What follows belongs to an exercise in optimizing a design on an open flow for small area; a production flow would make more cautious choices.
Function was checked by simulation only, so behaviour that the tests miss may differ from the original.
Power and IR drop assume default switching activity.

## main
==> flow/design.v <==
package fir_avg_pkg;
  localparam int W_DEF     = 24;
  localparam int LOG2N_DEF = 4;
  localparam int CH_DEF    = 2;
  localparam int ACC_W_DEF = W_DEF + LOG2N_DEF;
  typedef logic signed [ACC_W_DEF-1:0] acc_def_t;
endpackage
module fir_avg_delay_line
#(
  parameter int W     = fir_avg_pkg::W_DEF,
  parameter int LOG2N = fir_avg_pkg::LOG2N_DEF,
  parameter int CH    = fir_avg_pkg::CH_DEF
) (
  input  logic            clk,
  input  logic            reset,
  input  logic            we,
  input  logic            hold,
  input  logic [CH*W-1:0] din,
  output logic [CH*W-1:0] newest,
  output logic [CH*W-1:0] oldest_raw,
  output logic            inv
);
  localparam int N = 1 << LOG2N;
  logic [CH*W-1:0]        sr0_q;    
  logic [CH*W-1:0]        sr0_d;
  logic [N-1:1][CH*W-1:0] sr_q;     
  logic [N-1:1][CH*W-1:0] sr_d;
  logic [N-1:1][CH*W-1:0] sr_in;    
  logic                   inv_q;
  always_ff @(posedge clk or posedge reset) begin
    if (reset) inv_q <= 1'b0;
    else       inv_q <= ~inv_q;
  end
  fir_avg_sel_or #(.WIDTH(CH*W)) u_sel0 (
    .d0 (din),
    .s1 (hold),
    .d1 (sr0_q),
    .y  (sr0_d)
  );
  assign sr_in[1] = sr0_q ^ {(CH*W){inv_q}};
  for (genvar k = 2; k < N; k++) begin : g_in
    assign sr_in[k] = sr_q[k-1];
  end
  fir_avg_sel_n #(.WIDTH((N-1)*CH*W)) u_sel (
    .s0_n (~we),
    .d0   (sr_in),
    .s1_n (~hold),
    .d1   (sr_q),
    .y_n  (sr_d)
  );
  always_ff @(posedge clk) begin
    sr0_q <= sr0_d;
    sr_q  <= sr_d;
  end
  assign newest     = sr0_q;
  assign oldest_raw = sr_q[N-1];
  assign inv        = inv_q;
endmodule
module fir_avg_sel_or
#(
  parameter int WIDTH = 1
) (
  input  logic [WIDTH-1:0] d0,
  input  logic             s1,
  input  logic [WIDTH-1:0] d1,
  output logic [WIDTH-1:0] y
);
  assign y = d0 | ({WIDTH{s1}} & d1);
endmodule
module fir_avg_sel_n
#(
  parameter int WIDTH = 1
) (
  input  logic             s0_n,
  input  logic [WIDTH-1:0] d0,
  input  logic             s1_n,
  input  logic [WIDTH-1:0] d1,
  output logic [WIDTH-1:0] y_n
);
  assign y_n = ~(({WIDTH{s0_n}} | d0) & ({WIDTH{s1_n}} | d1));
endmodule
module fir_avg_multi
#(
  parameter int W     = fir_avg_pkg::W_DEF,
  parameter int LOG2N = fir_avg_pkg::LOG2N_DEF,
  parameter int CH    = fir_avg_pkg::CH_DEF
) (
  input  logic            clk,
  input  logic            reset,
  input  logic            isValid,
  input  logic            flush,
  input  logic            bypass,
  input  logic [CH*W-1:0] dataIn,
  output logic [CH*W-1:0] dataOut,
  output logic            outValid,
  output logic            filled
);
  localparam int N  = 1 << LOG2N;
  localparam int AW = W + LOG2N;
  localparam int CIA_BLK = 8;
  logic            accept;
  logic [CH*W-1:0] din_g;       
  logic [CH*W-1:0] newest;
  logic [CH*W-1:0] oldest_raw;
  logic            inv;
  logic [LOG2N-1:0] cnt_q;
  logic             filled_q;
  logic             vld_q;
  logic             zero_q;     
  logic             sel_avg_q;  
  logic             sel_smp_q;  
  assign accept = isValid & ~flush;
  assign din_g  = {(CH*W){isValid}} & dataIn;
  fir_avg_delay_line #(
    .W     (W),
    .LOG2N (LOG2N),
    .CH    (CH)
  ) u_delay_line (
    .clk        (clk),
    .reset      (reset),
    .we         (isValid),
    .hold       (~isValid),
    .din        (din_g),
    .newest     (newest),
    .oldest_raw (oldest_raw),
    .inv        (inv)
  );
  always_ff @(posedge clk or posedge reset) begin
    if (reset) begin
      cnt_q     <= '0;
      filled_q  <= 1'b0;
      vld_q     <= 1'b0;
      zero_q    <= 1'b1;
      sel_avg_q <= 1'b0;
      sel_smp_q <= 1'b0;
    end else begin
      vld_q  <= accept;
      zero_q <= flush;
      if (flush) begin
        cnt_q     <= '0;
        filled_q  <= 1'b0;
        sel_avg_q <= 1'b0;
        sel_smp_q <= 1'b0;
      end else if (accept) begin
        cnt_q     <= cnt_q + LOG2N'(1);
        sel_avg_q <= ~bypass;
        sel_smp_q <= bypass;
        if (cnt_q == LOG2N'(N-1)) filled_q <= 1'b1;
      end
    end
  end
  assign outValid = vld_q;
  assign filled   = filled_q;
  for (genvar c = 0; c < CH; c++) begin : g_ch
    logic                 smp_v;
    logic                 old_v;
    logic        [W-1:0]  smp_o;
    logic        [W-1:0]  old_o;
    logic signed [AW-1:0] acc_q;
    logic signed [AW-1:0] acc_nxt;
    assign smp_v = isValid;
    assign old_v = isValid & filled_q;
    assign smp_o = {~din_g[c*W+W-1], din_g[c*W +: W-1]};
    logic old_v1, old_v0;
    logic [W-1:0] old_raw, old_t;
    assign old_v1  = old_v & ~inv;
    assign old_v0  = old_v & inv;
    assign old_raw = oldest_raw[c*W +: W];
    assign old_t   = ({W{old_v1}} & old_raw) | ({W{old_v0}} & ~old_raw);
    assign old_o   = {~old_t[W-1], old_t[W-2:0]};
    logic [AW-1:0] op_a, op_b, op_c, cs_s, cs_c;
    assign op_a = zero_q ? '0 : acc_q;
    assign op_b = {{LOG2N{1'b0}}, smp_o};
    assign op_c = ~{{LOG2N{1'b0}}, old_o};
    assign cs_s = op_a ^ op_b ^ op_c;
    assign cs_c = (op_a & op_b) | (op_a & op_c) | (op_b & op_c);
    localparam int NB = (AW + CIA_BLK - 1) / CIA_BLK;
    logic [AW-1:0] cp_a, cp_b;
    logic [AW-1:0] s0;      
    logic [AW-1:0] ones;    
    logic [NB:0]   cb;      
    assign cp_a  = cs_s;
    assign cp_b  = {cs_c[AW-2:0], 1'b1};
    assign cb[0] = 1'b0;
    for (genvar j = 0; j < NB; j++) begin : g_blk
      localparam int LO = j * CIA_BLK;
      localparam int HI = (LO + CIA_BLK < AW) ? LO + CIA_BLK : AW;
      logic [HI-LO:0] rc;
      assign rc[0] = 1'b0;
      for (genvar i = LO; i < HI; i++) begin : g_bit
        assign s0[i]      = cp_a[i] ^ cp_b[i] ^ rc[i-LO];
        assign rc[i-LO+1] = (cp_a[i] & cp_b[i]) | (rc[i-LO] & (cp_a[i] ^ cp_b[i]));
        if (i == LO) begin : g_first
          assign ones[i] = 1'b1;
        end else begin : g_next
          assign ones[i] = &s0[i-1:LO];
        end
        assign acc_nxt[i] = s0[i] ^ (cb[j] & ones[i]);
      end
      assign cb[j+1] = rc[HI-LO] | (cb[j] & (&s0[HI-1:LO]));
    end
    always_ff @(posedge clk) begin
      acc_q <= acc_nxt;
    end
    assign dataOut[c*W +: W] = ({W{sel_avg_q}} & acc_q[AW-1:LOG2N])
                             | ({W{sel_smp_q}} & newest[c*W +: W]);
  end
endmodule
==> flow/config.mk <==
export PLATFORM = sky130hd
export DESIGN_NAME = fir_avg_multi
export DESIGN_NICKNAME = fir_avg_multi
export VERILOG_FILES = /design/flow/design.v
export SDC_FILE = /design/flow/constraint.sdc
export NUM_CORES = 4
export LEC_CHECK = 0
export CAP_MARGIN = 20
export CORE_MARGIN = 2
export CORE_UTILIZATION = 70
export PLACE_DENSITY = 0.8
export SLEW_MARGIN = 20
export SYNTH_HIERARCHICAL = 1
export SYNTH_MINIMUM_KEEP_SIZE = 0
==> flow/constraint.sdc <==
create_clock -name core_clock -period 7.0 [get_ports {clk}]
set_input_delay 1.4000 -clock core_clock [delete_from_list [all_inputs] [get_ports {clk}]]
set_output_delay 1.4000 -clock core_clock [all_outputs]
set_load 0.01 [all_outputs]
standard.sh (not shown) runs the stock make flow with config.mk's settings and CLKGATE_MAP_FILE= SYNTH_SCRIPT=/design/flow/synth_recipe.tcl, a recipe that flattens the netlist after the stock synthesis.
==> flow/flow/run.sh <==
#!/bin/bash
# Layout flow: the standard ORFS flow (standard.sh, unchanged synthesis,
# floorplan, power grid and tap cells), with two settings of its own:
#  - port buffers are the smallest buffer (buf_1) instead of the flow's pick;
#  - clock tree: clkbuf_8 buffers in clusters of at most 20 sinks within
#    60 um, and no dummy loads at the leaves.
# make's full output goes to flow_make.log here; ORFS's per-step logs stay
# under orfs/logs/.
set -euo pipefail
bash standard.sh \
  BUFFER_PORTS_ARGS="-buffer_cell sky130_fd_sc_hd__buf_1" \
  CTS_ARGS="-sink_clustering_enable -repair_clock_nets -dont_use_dummy_load -buf_list sky130_fd_sc_hd__clkbuf_8 -sink_clustering_size 20 -sink_clustering_max_diameter 60" \
  finish > flow_make.log 2>&1
Modified inputs, the feature branch compared to main
--- a/flow/design.v
+++ b/flow/design.v
@@ -12,63 +12,63 @@
   parameter int CH    = fir_avg_pkg::CH_DEF
 ) (
   input  logic            clk,
   input  logic            reset,
   input  logic            we,
   input  logic            hold,
-  input  logic [CH*W-1:0] din,
-  output logic [CH*W-1:0] newest,
+  input  logic [CH*W-1:0] din_n,
+  output logic [CH*W-1:0] newest_n,
   output logic [CH*W-1:0] oldest_raw,
   output logic            inv
 );
   localparam int N = 1 << LOG2N;
-  logic [CH*W-1:0]        sr0_q;    
-  logic [CH*W-1:0]        sr0_d;
+  logic [CH*W-1:0]        sr0_n_q;  
+  logic [CH*W-1:0]        sr0_n_d;
   logic [N-1:1][CH*W-1:0] sr_q;     
   logic [N-1:1][CH*W-1:0] sr_d;
   logic [N-1:1][CH*W-1:0] sr_in;    
   logic                   inv_q;
   always_ff @(posedge clk or posedge reset) begin
     if (reset) inv_q <= 1'b0;
     else       inv_q <= ~inv_q;
   end
-  fir_avg_sel_or #(.WIDTH(CH*W)) u_sel0 (
-    .d0 (din),
-    .s1 (hold),
-    .d1 (sr0_q),
-    .y  (sr0_d)
+  fir_avg_sel0_n #(.WIDTH(CH*W)) u_sel0 (
+    .d0_n (din_n),
+    .s1_n (~hold),
+    .d1   (sr0_n_q),
+    .y    (sr0_n_d)
   );
-  assign sr_in[1] = sr0_q ^ {(CH*W){inv_q}};
+  assign sr_in[1] = ~sr0_n_q ^ {(CH*W){inv_q}};
   for (genvar k = 2; k < N; k++) begin : g_in
     assign sr_in[k] = sr_q[k-1];
   end
   fir_avg_sel_n #(.WIDTH((N-1)*CH*W)) u_sel (
     .s0_n (~we),
     .d0   (sr_in),
     .s1_n (~hold),
     .d1   (sr_q),
     .y_n  (sr_d)
   );
   always_ff @(posedge clk) begin
-    sr0_q <= sr0_d;
+    sr0_n_q <= sr0_n_d;
     sr_q  <= sr_d;
   end
-  assign newest     = sr0_q;
+  assign newest_n   = sr0_n_q;
   assign oldest_raw = sr_q[N-1];
   assign inv        = inv_q;
 endmodule
-module fir_avg_sel_or
+module fir_avg_sel0_n
 #(
   parameter int WIDTH = 1
 ) (
-  input  logic [WIDTH-1:0] d0,
-  input  logic             s1,
+  input  logic [WIDTH-1:0] d0_n,
+  input  logic             s1_n,
   input  logic [WIDTH-1:0] d1,
   output logic [WIDTH-1:0] y
 );
-  assign y = d0 | ({WIDTH{s1}} & d1);
+  assign y = d0_n & ({WIDTH{s1_n}} | d1);
 endmodule
 module fir_avg_sel_n
 #(
   parameter int WIDTH = 1
 ) (
   input  logic             s0_n,
@@ -97,13 +97,13 @@
 );
   localparam int N  = 1 << LOG2N;
   localparam int AW = W + LOG2N;
   localparam int CIA_BLK = 8;
   logic            accept;
   logic [CH*W-1:0] din_g;       
-  logic [CH*W-1:0] newest;
+  logic [CH*W-1:0] newest_n;
   logic [CH*W-1:0] oldest_raw;
   logic            inv;
   logic [LOG2N-1:0] cnt_q;
   logic             filled_q;
   logic             vld_q;
   logic             zero_q;     
@@ -117,14 +117,14 @@
     .CH    (CH)
   ) u_delay_line (
     .clk        (clk),
     .reset      (reset),
     .we         (isValid),
     .hold       (~isValid),
-    .din        (din_g),
-    .newest     (newest),
+    .din_n      (~din_g),
+    .newest_n   (newest_n),
     .oldest_raw (oldest_raw),
     .inv        (inv)
   );
   always_ff @(posedge clk or posedge reset) begin
     if (reset) begin
       cnt_q     <= '0;
@@ -153,26 +153,26 @@
   assign filled   = filled_q;
   for (genvar c = 0; c < CH; c++) begin : g_ch
     logic                 smp_v;
     logic                 old_v;
     logic        [W-1:0]  smp_o;
     logic        [W-1:0]  old_o;
-    logic signed [AW-1:0] acc_q;
+    logic        [AW-1:0] acc_n_q;    
     logic signed [AW-1:0] acc_nxt;
     assign smp_v = isValid;
     assign old_v = isValid & filled_q;
     assign smp_o = {~din_g[c*W+W-1], din_g[c*W +: W-1]};
     logic old_v1, old_v0;
     logic [W-1:0] old_raw, old_t;
     assign old_v1  = old_v & ~inv;
     assign old_v0  = old_v & inv;
     assign old_raw = oldest_raw[c*W +: W];
     assign old_t   = ({W{old_v1}} & old_raw) | ({W{old_v0}} & ~old_raw);
     assign old_o   = {~old_t[W-1], old_t[W-2:0]};
     logic [AW-1:0] op_a, op_b, op_c, cs_s, cs_c;
-    assign op_a = zero_q ? '0 : acc_q;
+    assign op_a = ~(acc_n_q | {AW{zero_q}});
     assign op_b = {{LOG2N{1'b0}}, smp_o};
     assign op_c = ~{{LOG2N{1'b0}}, old_o};
     assign cs_s = op_a ^ op_b ^ op_c;
     assign cs_c = (op_a & op_b) | (op_a & op_c) | (op_b & op_c);
     localparam int NB = (AW + CIA_BLK - 1) / CIA_BLK;
     logic [AW-1:0] cp_a, cp_b;
@@ -197,12 +197,12 @@
         end
         assign acc_nxt[i] = s0[i] ^ (cb[j] & ones[i]);
       end
       assign cb[j+1] = rc[HI-LO] | (cb[j] & (&s0[HI-1:LO]));
     end
     always_ff @(posedge clk) begin
-      acc_q <= acc_nxt;
+      acc_n_q <= ~acc_nxt;
     end
-    assign dataOut[c*W +: W] = ({W{sel_avg_q}} & acc_q[AW-1:LOG2N])
-                             | ({W{sel_smp_q}} & newest[c*W +: W]);
-  end
-endmodule
+    assign dataOut[c*W +: W] = ({W{sel_avg_q}} & ~acc_n_q[AW-1:LOG2N])
+                             | ({W{sel_smp_q}} & ~newest_n[c*W +: W]);
+  end
+endmodule
### Flow results
The feature branch finished all stages; the layout is clean.
Between the feature branch and main, the filler cell count in the final layout is higher for the feature branch.
The count of non-CTS buffers in the layout in the feature branch sits 12 above the value recorded for main.
The clock network latency to the later pin of the worst-skew pair of the feature branch and that of main are within noise of each other.
The feature branch ended up with g_ch[0].acc_n_q[25]$_DFF_P_ as its destination of the critical timing path; main ended up with g_ch[0].acc_q[25]$_DFF_P_.
Worst slack on hold paths ended up 0.012 ns lower on the feature branch than on main.
Diff the feature branch and main: utilization higher in main

* * *

Setup of the previous run:
RTL: the design.v shown in full above, as it stands there.
clock: 7.0 ns
lec_check: 0
cap_margin: 20
core_margin: 2
core_utilization: 70
place_density: 0.8
slew_margin: 20
synth_hierarchical: 1
synth_minimum_keep_size: 0
==> flow/flow/run.sh <==
#!/bin/bash
# Layout flow: the standard ORFS flow (standard.sh, unchanged synthesis,
# floorplan, power grid and tap cells), with two settings of its own:
#  - port buffers are the smallest buffer (buf_1) instead of the flow's pick;
#  - clock tree: clkbuf_8 buffers in clusters of at most 20 sinks within
#    60 um, and no dummy loads at the leaves.
# make's full output goes to flow_make.log here; ORFS's per-step logs stay
# under orfs/logs/.
set -euo pipefail
bash standard.sh \
  BUFFER_PORTS_ARGS="-buffer_cell sky130_fd_sc_hd__buf_1" \
  CTS_ARGS="-sink_clustering_enable -repair_clock_nets -dont_use_dummy_load -buf_list sky130_fd_sc_hd__clkbuf_8 -sink_clustering_size 18 -sink_clustering_max_diameter 60" \
  finish > flow_make.log 2>&1
Relative to the previous run, the following input files were edited for the current run:
--- a/flow/design.v
+++ b/flow/design.v
@@ -157,5 +157,5 @@
     logic        [W-1:0]  smp_o;
     logic        [W-1:0]  old_o;
-    logic signed [AW-1:0] acc_q;
+    logic        [AW-1:0] acc_n_q;    
     logic signed [AW-1:0] acc_nxt;
     assign smp_v = isValid;
@@ -170,5 +170,5 @@
     assign old_o   = {~old_t[W-1], old_t[W-2:0]};
     logic [AW-1:0] op_a, op_b, op_c, cs_s, cs_c;
-    assign op_a = zero_q ? '0 : acc_q;
+    assign op_a = ~(acc_n_q | {AW{zero_q}});
     assign op_b = {{LOG2N{1'b0}}, smp_o};
     assign op_c = ~{{LOG2N{1'b0}}, old_o};
@@ -201,7 +201,7 @@
     end
     always_ff @(posedge clk) begin
-      acc_q <= acc_nxt;
+      acc_n_q <= ~acc_nxt;
     end
-    assign dataOut[c*W +: W] = ({W{sel_avg_q}} & acc_q[AW-1:LOG2N])
+    assign dataOut[c*W +: W] = ({W{sel_avg_q}} & ~acc_n_q[AW-1:LOG2N])
                              | ({W{sel_smp_q}} & newest[c*W +: W]);
   end
Findings:
- The current run finished every stage and its layout cleared the timing, DRC and antenna checks.
- The current run vs. the previous run: register-to-register slack fell by 0.22 ns, clock-buffer cell count went up by 1.9%, synthesized cell count increased 1.0%, global-route wire length before repair barely changed, total power shows no meaningful change.

[port drivers added, routing unchanged]
No port has a modelled driver above. Below, the same layouts with a new extraction and two added sets of constraints.
Step 1 (the two cells are an assumption about what drives the block):
set clk [get_ports {clk}]
set_driving_cell -lib_cell sky130_fd_sc_hd__clkbuf_16 $clk
set_driving_cell -lib_cell sky130_fd_sc_hd__buf_2 [delete_from_list [all_inputs] $clk]
Step 2 adds t to the input delays and takes it off the output delays; t is the mean of the earliest and latest rising clock arrival at the registers after step 1. Input paths then give back, and output paths get back, about the clock's delay inside the block.
a / b / c = ideal / step 1 / step 2; a / b = the first two.
| run | shift t [ns] | setup WS [ns] | worst hold slack (ns) | worst setup path after step 2 | clock arrival spread, ns |
|---|---|---|---|---|---|
| main | 0.697 | 0.559 / 0.588 / -0.109 | 0.405 / 0.405 / 0.405 | input to register | 0.090 / 0.090 |
| the feature branch | 0.706 | 0.381 / 0.414 / -0.292 | 0.393 / 0.393 / 0.393 | input to register | 0.079 / 0.079 |
| the previous run | 0.697 | 0.506 / 0.531 / -0.166 | 0.388 / 0.388 / 0.388 | input to register | 0.097 / 0.098 |
| the current run | 0.702 | 0.532 / 0.568 / -0.134 | 0.407 / 0.407 / 0.407 | input to register | 0.067 / 0.067 |
Met with ideal ports but missed after step 2: setup timing in every run listed. The setup slack of the feature branch, which loses most, moves by +0.033 ns with the drivers and by -0.673 ns with both steps.
